Source: an optimization exercise on an open RTL-to-GDS flow (aim: small area). Production flows keep margins and buffers that such runs may drop.
In this exercise RTL edits were held to simulation tests only and were not proved equivalent to the original.
Power is estimated from default activity; no workload was simulated. No driver is modelled on the clock port, so clocking that relies on it looks cheaper here than on a real chip.

## dmem_responder
module dmem_responder #(
  parameter int DEPTH   = 64,
  parameter int LATENCY = 2
) (
  input  logic        clk,
  input  logic        reset,
  input  logic        req,
  input  logic        we,
  input  logic [1:0]  size,
  input  logic [31:0] addr,
  input  logic [31:0] wdata,
  output logic        ready,
  output logic [31:0] rdata,
  output logic        err
);
Settings: LEC_CHECK=0, CAP_MARGIN=5, CORE_MARGIN=2, CORE_UTILIZATION=70, PLACE_DENSITY=0.78, SLEW_MARGIN=5, SYNTH_HIERARCHICAL=1; clock period 6.0 ns.
standard.sh (not shown) runs the stock make flow with config.mk's settings and CLKGATE_MAP_FILE= SYNTH_SCRIPT=/design/flow/synth_recipe.tcl, a recipe that flattens the netlist after the stock synthesis.
==> flow/flow/run.sh <==
#!/bin/bash
set -euo pipefail
export CTS_ARGS="-sink_clustering_enable -repair_clock_nets -dont_use_dummy_load -buf_list sky130_fd_sc_hd__clkbuf_16 -sink_clustering_size 34 -sink_clustering_max_diameter 85"
export BUFFER_PORTS_ARGS="-buffer_cell sky130_fd_sc_hd__buf_1"
bash standard.sh > standard.log 2>&1
The starting point finished clean.
Change:
==> flow/run.sh (new file) <==
#!/bin/bash
# synth_recipe.tcl (not shown) runs the flow's synth.tcl, then flattens the netlist and writes it again
# the make line also repeats each setting of config.mk as NAME=value (left out here)
make -C /OpenROAD-flow-scripts/flow DESIGN_CONFIG=/design/flow/config.mk WORK_HOME=/design/flow/orfs CLKGATE_MAP_FILE= SYNTH_SCRIPT=/design/flow/synth_recipe.tcl finish
CAP_MARGIN = 20   (was 5)
CORE_UTILIZATION = 55   (was 70)
CTS_BUF_LIST = sky130_fd_sc_hd__clkbuf_8   (was default)
CTS_CLUSTER_DIAMETER = 45   (was default)
CTS_CLUSTER_SIZE = 20   (was default)
PLACE_DENSITY = 0.65   (was 0.78)
SETUP_SLACK_MARGIN = 0.15   (was default)
SLEW_MARGIN = 20   (was 5)
removed: flow/flow/run.sh
removed: flow/standard.sh
What happened: The new run finished with timing, DRC and antenna clean; combinational power climbs by about 23%; setup slack got worse by 0.15 ns; critical path depth does not change; fmax drops by 2.6%; flip-flop and latch count stays the same; routed wire length climbs by about 5%; cell area climbs by 5.2%; count of clock-buffer cells in the layout climbs by 96.
Change:
==> flow/flow/run.sh (new file) <==
#!/bin/bash
# Layout flow: the standard flow (standard.sh) with the clock tree built
# without dummy loads and the ports buffered with a plain buffer cell.
set -euo pipefail
export CTS_ARGS="-sink_clustering_enable -repair_clock_nets -dont_use_dummy_load -buf_list sky130_fd_sc_hd__clkbuf_8 -sink_clustering_size 20 -sink_clustering_max_diameter 45"
export BUFFER_PORTS_ARGS="-buffer_cell sky130_fd_sc_hd__buf_2"
bash standard.sh > standard.log 2>&1
==> flow/standard.sh (new file) <==
#!/bin/bash
# synth_recipe.tcl (not shown) runs the flow's synth.tcl, then flattens the netlist and writes it again
# the make line also repeats each setting of config.mk as NAME=value (left out here)
make -C /OpenROAD-flow-scripts/flow DESIGN_CONFIG=/design/flow/config.mk WORK_HOME=/design/flow/orfs CLKGATE_MAP_FILE= SYNTH_SCRIPT=/design/flow/synth_recipe.tcl "${@:-finish}"
removed: flow/run.sh
What happened:
- The new run completed with no timing, DRC or antenna violations
- synthesized cell count does not change
- routed wire length went up by 2.4%
- final area went down by 3.0%
- sequential share of layout area went up by 2.3 points
- fmax went up by 3.8%
- setup slack gains 0.21 ns
- register-to-register slack gains 0.17 ns
- hold slack loses 0.060 ns
- count of clock-buffer cells in the layout went down by 18
Change:
==> flow/flow/run.sh (replaced) <==
#!/bin/bash
set -euo pipefail
export CTS_ARGS="-sink_clustering_enable -repair_clock_nets -dont_use_dummy_load -buf_list sky130_fd_sc_hd__clkbuf_16 -sink_clustering_size 34 -sink_clustering_max_diameter 85"
export BUFFER_PORTS_ARGS="-buffer_cell sky130_fd_sc_hd__buf_1"
bash standard.sh > standard.log 2>&1
CORE_UTILIZATION = 70   (was 55)
CTS_BUF_LIST = default   (was sky130_fd_sc_hd__clkbuf_8)
CTS_CLUSTER_DIAMETER = default   (was 45)
CTS_CLUSTER_SIZE = default   (was 20)
PLACE_DENSITY = 0.78   (was 0.65)
SETUP_SLACK_MARGIN = default   (was 0.15)
=> Wire length shrinks by a few percent. Global-route usage grows by 5.4 points. Fmax shrinks slightly. Combinational power shrinks by a little under a tenth. Worst setup slack loses 0.063 ns. Final cell count shrinks by a little under a tenth. Worst hold slack gains 0.074 ns. Utilization grows by 15 points. Via count shrinks slightly. Design area shrinks slightly. Synthesized area is unchanged.

## separate check: timing with driven ports
No port has a modelled driver above. Below, the same layouts with a new extraction and two added sets of constraints.
Step 1: set_driving_cell puts a clkbuf_16 on clk and a buf_2 on each other input, an assumption about the parent block.
Step 2 also shifts input and output timing later by t, the mid clock arrival at the registers, as if the neighbouring blocks saw the same clock.
a / b / c = ideal ports / drivers / drivers and shift; a / b = the first two.
run	t (ns)	slack for setup (ns)	hold slack, ns	pins driven straight from the clock port
the first run	0.716	0.323 / 0.256 / 0.540	0.315 / 0.315 / 0.315	1
the second run	0.917	0.174 / 0.106 / 0.108	0.301 / 0.301 / 0.301	1
the third run	0.879	0.386 / 0.320 / 0.690	0.241 / 0.201 / 0.268	1
the fourth run	0.716	0.323 / 0.256 / 0.540	0.315 / 0.315 / 0.315	1
After both steps every run listed still meets setup and hold. The setup slack of the second run, which loses most, moves by -0.068 ns with the drivers and by -0.066 ns with both steps.
